Source: an optimization exercise on an open RTL-to-GDS flow (aim: small area and a short achievable clock period). Production flows keep margins and buffers that such runs may drop.
The RTL was checked by simulation tests, not by an equivalence proof against the original design.
Power is estimated from default activity; no workload was simulated.

== sierra ==
==> flow/design.v (excerpt) <==
module param_register_bank #(
    parameter int unsigned DATA_WIDTH = 32,
    parameter int unsigned NUM_REGS   = 16,
    parameter int unsigned SEL_WIDTH  = 5,
    parameter int unsigned OUT_REG    = 1,
    parameter int unsigned SATURATE   = 0
) (
    input  logic                  clk_i,
    input  logic                  rst_i,
    input  logic [DATA_WIDTH-1:0] data_i,
    input  logic [NUM_REGS-1:0]   reg_sel_i,
    input  logic [2:0]            fun_sel_i,
    input  logic [SEL_WIDTH-1:0]  out_a_sel_i,
    input  logic [SEL_WIDTH-1:0]  out_b_sel_i,
    output logic [DATA_WIDTH-1:0] out_a_o,
    output logic [DATA_WIDTH-1:0] out_b_o,
    output logic [NUM_REGS-1:0]   valid_mask_o,
    output logic                  wrap_pulse_o
);
For scale: roughly 6200 cells after synthesis, ~0.049 mm2 of cells after synthesis.
export LEC_CHECK = 0
export CAP_MARGIN = 20
export CORE_MARGIN = 2
export CORE_UTILIZATION = 45
export PLACE_DENSITY = 0.6
export SETUP_SLACK_MARGIN = 3.0
export SLEW_MARGIN = 20
export SYNTH_HIERARCHICAL = 1
export TNS_END_PERCENT = 5
create_clock -name core_clock -period 6.0 [get_ports {clk_i}]
standard.sh (not shown) runs the stock make flow with config.mk's settings and CLKGATE_MAP_FILE= SYNTH_SCRIPT=/design/flow/synth_recipe.tcl, a recipe that flattens the netlist after the stock synthesis.
==> flow/flow/run.sh <==
#!/bin/bash
# Layout flow: the standard ORFS flow (standard.sh) in two calls with extra don't-use cells.
# - Synthesis also avoids the logic cells above drive strength 1 (dont_use_synth.txt), so
#   that the netlist starts small and the repair steps upsize only what timing needs.
# - Port buffers are buf_4 rather than the smallest buffer.
# - Every step avoids the slow wide OR/NOR and delay cells; dont_use.txt lists the
#   platform's own don't-use cells followed by the added ones.
# make's full output goes to flow_synth.log and flow_make.log; each ORFS step keeps its own
# log under orfs/logs/.
set -euo pipefail
here="$(cd "$(dirname "${BASH_SOURCE[0]}")" && pwd)"
dont_use="$(tr '\n' ' ' < "$here/dont_use.txt")"
dont_use_synth="$dont_use $(tr '\n' ' ' < "$here/dont_use_synth.txt")"
bash standard.sh "DONT_USE_CELLS=$dont_use_synth" synth > flow_synth.log 2>&1
bash standard.sh "DONT_USE_CELLS=$dont_use" "BUFFER_PORTS_ARGS=-buffer_cell sky130_fd_sc_hd__buf_4" finish > flow_make.log 2>&1
Other scripts of this flow, unchanged in this note and not shown: flow/flow/dont_use.txt, flow/flow/dont_use_synth.txt
For violet, these inputs were changed with respect to sierra:
# sierra
export LEC_CHECK = 0
export CAP_MARGIN = 20
export CORE_MARGIN = 2
export CORE_UTILIZATION = 45
export PLACE_DENSITY = 0.6
export SETUP_SLACK_MARGIN = 3.0
export SLEW_MARGIN = 20
export SYNTH_HIERARCHICAL = 1
export TNS_END_PERCENT = 5
create_clock -name core_clock -period 6.0 [get_ports {clk_i}]
# violet
export LEC_CHECK = 0
export CAP_MARGIN = 20
export CORE_MARGIN = 2
export CORE_UTILIZATION = 50
export PLACE_DENSITY = 0.65
export SETUP_SLACK_MARGIN = 3.0
export SLEW_MARGIN = 20
export SYNTH_HIERARCHICAL = 1
export TNS_END_PERCENT = 5
create_clock -name core_clock -period 6.0 [get_ports {clk_i}]
==> run notes <==
- violet finished every step from synthesis to the final layout, and the layout passed the timing, DRC and antenna checks.
- Between violet and sierra, the number of multi-input combinational cells does not differ in any meaningful way.
- violet ends up with a part of the power in combinational logic that is 0.2 points higher than in sierra.
- Total power per unit cell area delta (sierra -> violet): insignificant
- From sierra to violet the numbers moved as follows: full die area now sits lower, final worst-path cycle share now sits lower.
- Changes observed in violet relative to sierra: vias after detailed routing was more or less identical, routed wire length on met3 went up by about 3%, number of stages on the worst setup path went up by 1, number of antenna repair diodes went up by 8, final wirelength went down by about 2.3%.

* * *

The RTL this note starts from:
==> flow/design.v <==
module param_register_bank_ctl (
    input  logic valid_i,     
    input  logic en_i,        
    input  logic incdec_i,    
    input  logic dec_i,       
    input  logic shift_i,     
    input  logic r0_i,        
    output logic sel_z_o,     
    output logic sel_s_o,     
    output logic sel_f_o,     
    output logic sel_b_o,     
    output logic wrap0_o      
);
    logic idv;
    assign idv     = en_i & valid_i & incdec_i;
    assign sel_z_o = en_i & (~valid_i | ~(incdec_i | shift_i));
    assign sel_s_o = en_i & valid_i & shift_i;
    assign sel_f_o = idv & (r0_i ^ dec_i);
    assign sel_b_o = idv & ~(r0_i ^ dec_i);
    assign wrap0_o = en_i & ~valid_i & incdec_i & dec_i;
endmodule
module param_register_bank_carry #(
    parameter int W = 32
) (
    input  logic [W-1:0] r_i,
    output logic [W:0]   u_o
);
    always_comb begin
        u_o[0] = 1'b1;
        u_o[1] = 1'b1;
        for (int i = 1; i < W; i++) u_o[i+1] = u_o[i] & ~(r_i[i] ^ r_i[i-1]);
    end
endmodule
module param_register_bank_bits #(
    parameter int W = 32
) (
    input  logic [W-1:0] r_i,
    input  logic [W-1:0] u_i,
    input  logic         sel_z_i,
    input  logic         sel_s_i,
    input  logic         sel_f_i,
    input  logic         sel_b_i,
    input  logic [W-1:0] zval_i,      
    output logic [W-1:0] d_o
);
    always_comb begin
        for (int i = 0; i < W; i++) begin
            if (sel_z_i || (sel_s_i && i < 8))
                d_o[i] = zval_i[i];
            else if (sel_s_i)
                d_o[i] = r_i[(i >= 8) ? i - 8 : 0];
            else if (i == 0)
                d_o[i] = r_i[i] ^ (sel_f_i | sel_b_i);
            else
                d_o[i] = r_i[i] ^ (sel_f_i & u_i[i]);
        end
    end
endmodule
module param_register_bank_hit #(
    parameter int N = 16,
    parameter int S = 5
) (
    input  logic [S-1:0] sel_i,
    output logic [N-1:0] hit_o
);
    always_comb begin
        for (int k = 0; k < N; k++) hit_o[k] = (sel_i == S'(k));
    end
endmodule
module param_register_bank_mux #(
    parameter int W = 32,
    parameter int N = 16
) (
    input  logic [N*W-1:0] d_i,      
    input  logic [N-1:0]   hit_i,
    output logic [W-1:0]   q_o
);
    always_comb begin
        q_o = '0;
        for (int k = 0; k < N; k++) q_o = q_o | ({W{hit_i[k]}} & d_i[k*W+:W]);
    end
endmodule
module param_register_bank_pctl #(
    parameter int N = 16
) (
    input  logic [N-1:0] hit_i,
    input  logic [N-1:0] valid_i,    
    input  logic [N-1:0] en_i,       
    input  logic         incdec_i,
    input  logic         dec_i,
    input  logic         shift_i,
    input  logic         r0_i,       
    output logic         p_z_o,      
    output logic         p_s_o,      
    output logic         p_r_o,      
    output logic         p_f_o,      
    output logic         p_b_o       
);
    logic v, e;
    assign v     = |(hit_i & valid_i);
    assign e     = |(hit_i & en_i);
    assign p_z_o = e & (~v | ~(incdec_i | shift_i));
    assign p_s_o = e & v & shift_i;
    assign p_r_o = v & ~(e & ~incdec_i);
    assign p_f_o = e & incdec_i & (r0_i ^ dec_i);
    assign p_b_o = e & incdec_i;
endmodule
module param_register_bank_out #(
    parameter int W = 32
) (
    input  logic [W-1:0] cur_i,      
    input  logic [W-1:0] u_i,        
    input  logic [W-1:0] zval_i,
    input  logic         p_z_i,
    input  logic         p_s_i,
    input  logic         p_r_i,
    input  logic         p_f_i,
    input  logic         p_b_i,
    output logic [W-1:0] q_o
);
    always_comb begin
        for (int i = 0; i < W; i++) begin
            logic rv;
            rv = (i == 0) ? (cur_i[i] ^ p_b_i) : (cur_i[i] ^ (p_f_i & u_i[i]));
            q_o[i] = ((p_z_i || (p_s_i && i < 8)) & zval_i[i])
                   | ((p_s_i && i >= 8) & cur_i[(i >= 8) ? i - 8 : 0])
                   | (p_r_i & rv);
        end
    end
endmodule
module param_register_bank #(
    parameter int unsigned DATA_WIDTH = 32,
    parameter int unsigned NUM_REGS   = 16,
    parameter int unsigned SEL_WIDTH  = 5,
    parameter int unsigned OUT_REG    = 1,
    parameter int unsigned SATURATE   = 0
) (
    input  logic                  clk_i,
    input  logic                  rst_i,
    input  logic [DATA_WIDTH-1:0] data_i,
    input  logic [NUM_REGS-1:0]   reg_sel_i,
    input  logic [2:0]            fun_sel_i,
    input  logic [SEL_WIDTH-1:0]  out_a_sel_i,
    input  logic [SEL_WIDTH-1:0]  out_b_sel_i,
    output logic [DATA_WIDTH-1:0] out_a_o,
    output logic [DATA_WIDTH-1:0] out_b_o,
    output logic [NUM_REGS-1:0]   valid_mask_o,
    output logic                  wrap_pulse_o
);
    localparam int W = DATA_WIDTH;
    localparam int N = NUM_REGS;
    logic [W-1:0]   regs_q [N];    
    logic [N*W-1:0] regs_flat;     
    logic [N*W-1:0] u_flat;        
    logic [N-1:0]   mask_q;        
    logic [N-1:0]   valid;         
    logic [N-1:0]   en;            
    logic [N-1:0]   wrap_hit;
    logic           wrap_q;
    logic [W-1:0]   rd_a, rd_b, out_a_q, out_b_q;
    logic op_dec, op_incdec, op_shift;
    assign op_incdec = (fun_sel_i[2:1] == 2'b00);
    assign op_dec    = ~fun_sel_i[0];
    assign op_shift  = (fun_sel_i == 3'b110);
    logic [W-1:0] zval;
    always_comb begin
        unique case (fun_sel_i)
            3'b000: zval = '1;
            3'b001: zval = W'(1);
            3'b010: zval = data_i;
            3'b011: zval = '0;
            3'b100: zval = W'(data_i[7:0]);
            3'b101: zval = W'(data_i[15:0]);
            3'b110: zval = W'(data_i[7:0]);
            3'b111: zval = W'($signed(data_i[15:0]));
        endcase
    end
    for (genvar k = 0; k < N; k++) begin : g_reg
        logic         sel_z, sel_s, sel_f, sel_b, wrap0;
        logic [W:0]   u;
        logic [W-1:0] d;
        assign valid[k] = mask_q[N-1-k];
        assign en[k]    = reg_sel_i[N-1-k];
        assign regs_flat[k*W+:W] = regs_q[k];
        assign u_flat[k*W+:W]    = u[W-1:0];
        param_register_bank_ctl u_ctl (
            .valid_i(valid[k]), .en_i(en[k]), .incdec_i(op_incdec), .dec_i(op_dec),
            .shift_i(op_shift), .r0_i(regs_q[k][0]), .sel_z_o(sel_z), .sel_s_o(sel_s),
            .sel_f_o(sel_f), .sel_b_o(sel_b), .wrap0_o(wrap0)
        );
        param_register_bank_carry #(.W(W)) u_carry (.r_i(regs_q[k]), .u_o(u));
        param_register_bank_bits #(.W(W)) u_bits (
            .r_i(regs_q[k]), .u_i(u[W-1:0]), .sel_z_i(sel_z), .sel_s_i(sel_s),
            .sel_f_i(sel_f), .sel_b_i(sel_b), .zval_i(zval), .d_o(d)
        );
        assign wrap_hit[k] = (sel_f & u[W]) | wrap0;
        always_ff @(posedge clk_i) regs_q[k] <= d;
    end
    for (genvar p = 0; p < 2; p++) begin : g_port
        logic [N-1:0] hit;
        logic [W-1:0] cur, cur_u, q;
        logic         p_z, p_s, p_r, p_f, p_b;
        param_register_bank_hit #(.N(N), .S(SEL_WIDTH)) u_hit (
            .sel_i(p == 0 ? out_a_sel_i : out_b_sel_i), .hit_o(hit)
        );
        param_register_bank_mux #(.W(W), .N(N)) u_mux_r (.d_i(regs_flat), .hit_i(hit), .q_o(cur));
        param_register_bank_mux #(.W(W), .N(N)) u_mux_u (.d_i(u_flat), .hit_i(hit), .q_o(cur_u));
        param_register_bank_pctl #(.N(N)) u_pctl (
            .hit_i(hit), .valid_i(valid), .en_i(en), .incdec_i(op_incdec), .dec_i(op_dec),
            .shift_i(op_shift), .r0_i(cur[0]), .p_z_o(p_z), .p_s_o(p_s), .p_r_o(p_r),
            .p_f_o(p_f), .p_b_o(p_b)
        );
        param_register_bank_out #(.W(W)) u_out (
            .cur_i(cur), .u_i(cur_u), .zval_i(zval), .p_z_i(p_z), .p_s_i(p_s), .p_r_i(p_r),
            .p_f_i(p_f), .p_b_i(p_b), .q_o(q)
        );
        if (p == 0) begin : g_a
            assign rd_a = q;
        end else begin : g_b
            assign rd_b = q;
        end
    end
    always_ff @(posedge clk_i or posedge rst_i) begin
        if (rst_i) begin
            mask_q  <= '0;
            wrap_q  <= 1'b0;
            out_a_q <= '0;
            out_b_q <= '0;
        end else begin
            mask_q  <= mask_q | reg_sel_i;
            wrap_q  <= |wrap_hit;
            out_a_q <= rd_a;
            out_b_q <= rd_b;
        end
    end
    assign out_a_o      = out_a_q;
    assign out_b_o      = out_b_q;
    assign valid_mask_o = mask_q;
    assign wrap_pulse_o = wrap_q;
endmodule
Settings: LEC_CHECK=0, CAP_MARGIN=20, CORE_MARGIN=2, CORE_UTILIZATION=45, CTS_CLUSTER_DIAMETER=60, CTS_CLUSTER_SIZE=30, PLACE_DENSITY=0.6, SETUP_SLACK_MARGIN=3.5, SLEW_MARGIN=20, SYNTH_HIERARCHICAL=1, TNS_END_PERCENT=5; clock period 6.0 ns.
==> flow/flow/run.sh <==
#!/bin/bash
# Layout flow: the standard ORFS flow (standard.sh) in two calls with extra don't-use cells.
# - Synthesis also avoids the logic cells above drive strength 1 (dont_use_synth.txt), so
#   that the netlist starts small and the repair steps upsize only what timing needs.
# - Every step avoids the slow wide OR/NOR and delay cells; dont_use.txt lists the
#   platform's own don't-use cells followed by the added ones.
# make's full output goes to flow_synth.log and flow_make.log; each ORFS step keeps its own
# log under orfs/logs/.
set -euo pipefail
here="$(cd "$(dirname "${BASH_SOURCE[0]}")" && pwd)"
dont_use="$(tr '\n' ' ' < "$here/dont_use.txt")"
dont_use_synth="$dont_use $(tr '\n' ' ' < "$here/dont_use_synth.txt")"
bash standard.sh "DONT_USE_CELLS=$dont_use_synth" synth > flow_synth.log 2>&1
bash standard.sh "DONT_USE_CELLS=$dont_use" finish > flow_make.log 2>&1
Other scripts of this flow, unchanged in this note and not shown: flow/flow/dont_use.txt, flow/flow/dont_use_synth.txt
==> next run, changes <==
--- a/flow/flow/run.sh
+++ b/flow/flow/run.sh
@@ -4,0 +5 @@
+# - Port buffers are buf_4 rather than the smallest buffer.
@@ -14 +15 @@
-bash standard.sh "DONT_USE_CELLS=$dont_use" finish > flow_make.log 2>&1
+bash standard.sh "DONT_USE_CELLS=$dont_use" "BUFFER_PORTS_ARGS=-buffer_cell sky130_fd_sc_hd__buf_4" finish > flow_make.log 2>&1
SETUP_SLACK_MARGIN = 4.0   (was 3.5)
Result:
- The new run completed with no timing, DRC or antenna violations
- worst setup slack improves by 0.015 ns
- final area climbs by 1.1%
- via count hardly moves
- synthesized area stays the same

==> what the ideal ports hide <==
How much do the figures lean on ideal ports? The routed layouts below were timed once more, with nothing changed but the port constraints.
Step 1 (the two cells are an assumption about what drives the block):
set clk [get_ports {clk_i}]
set_driving_cell -lib_cell sky130_fd_sc_hd__clkbuf_16 $clk
set_driving_cell -lib_cell sky130_fd_sc_hd__buf_2 [delete_from_list [all_inputs] $clk]
Step 2 adds t to the input delays and takes it off the output delays; t is the mean of the earliest and latest rising clock arrival at the registers after step 1. Input paths then give back, and output paths get back, about the clock's delay inside the block.
Three values: ideal, step 1, step 2; two values: the first two.
run | t (ns) | setup WS [ns] | worst hold slack (ns) | worst setup path at the end | slew at the worst register clock pin (ns)
sierra | 0.714 | 2.733 / 2.657 / 2.077 | 0.625 / 0.625 / 0.625 | input to register | 0.06 / 0.06
violet | 0.708 | 2.749 / 2.682 / 2.162 | 0.631 / 0.631 / 0.631 | input to register | 0.07 / 0.07
the first run of note 2 | 0.794 | 2.858 / 2.795 / 2.001 | 0.577 / 0.517 / 0.597 | input to register | 0.08 / 0.08
the second run of note 2 | 0.778 | 2.874 / 2.792 / 2.013 | 0.587 / 0.554 / 0.587 | input to register | 0.07 / 0.07
After both steps every run listed still meets setup and hold. The setup slack of the second run of note 2, which loses most, moves by -0.082 ns with the drivers and by -0.861 ns with both steps.
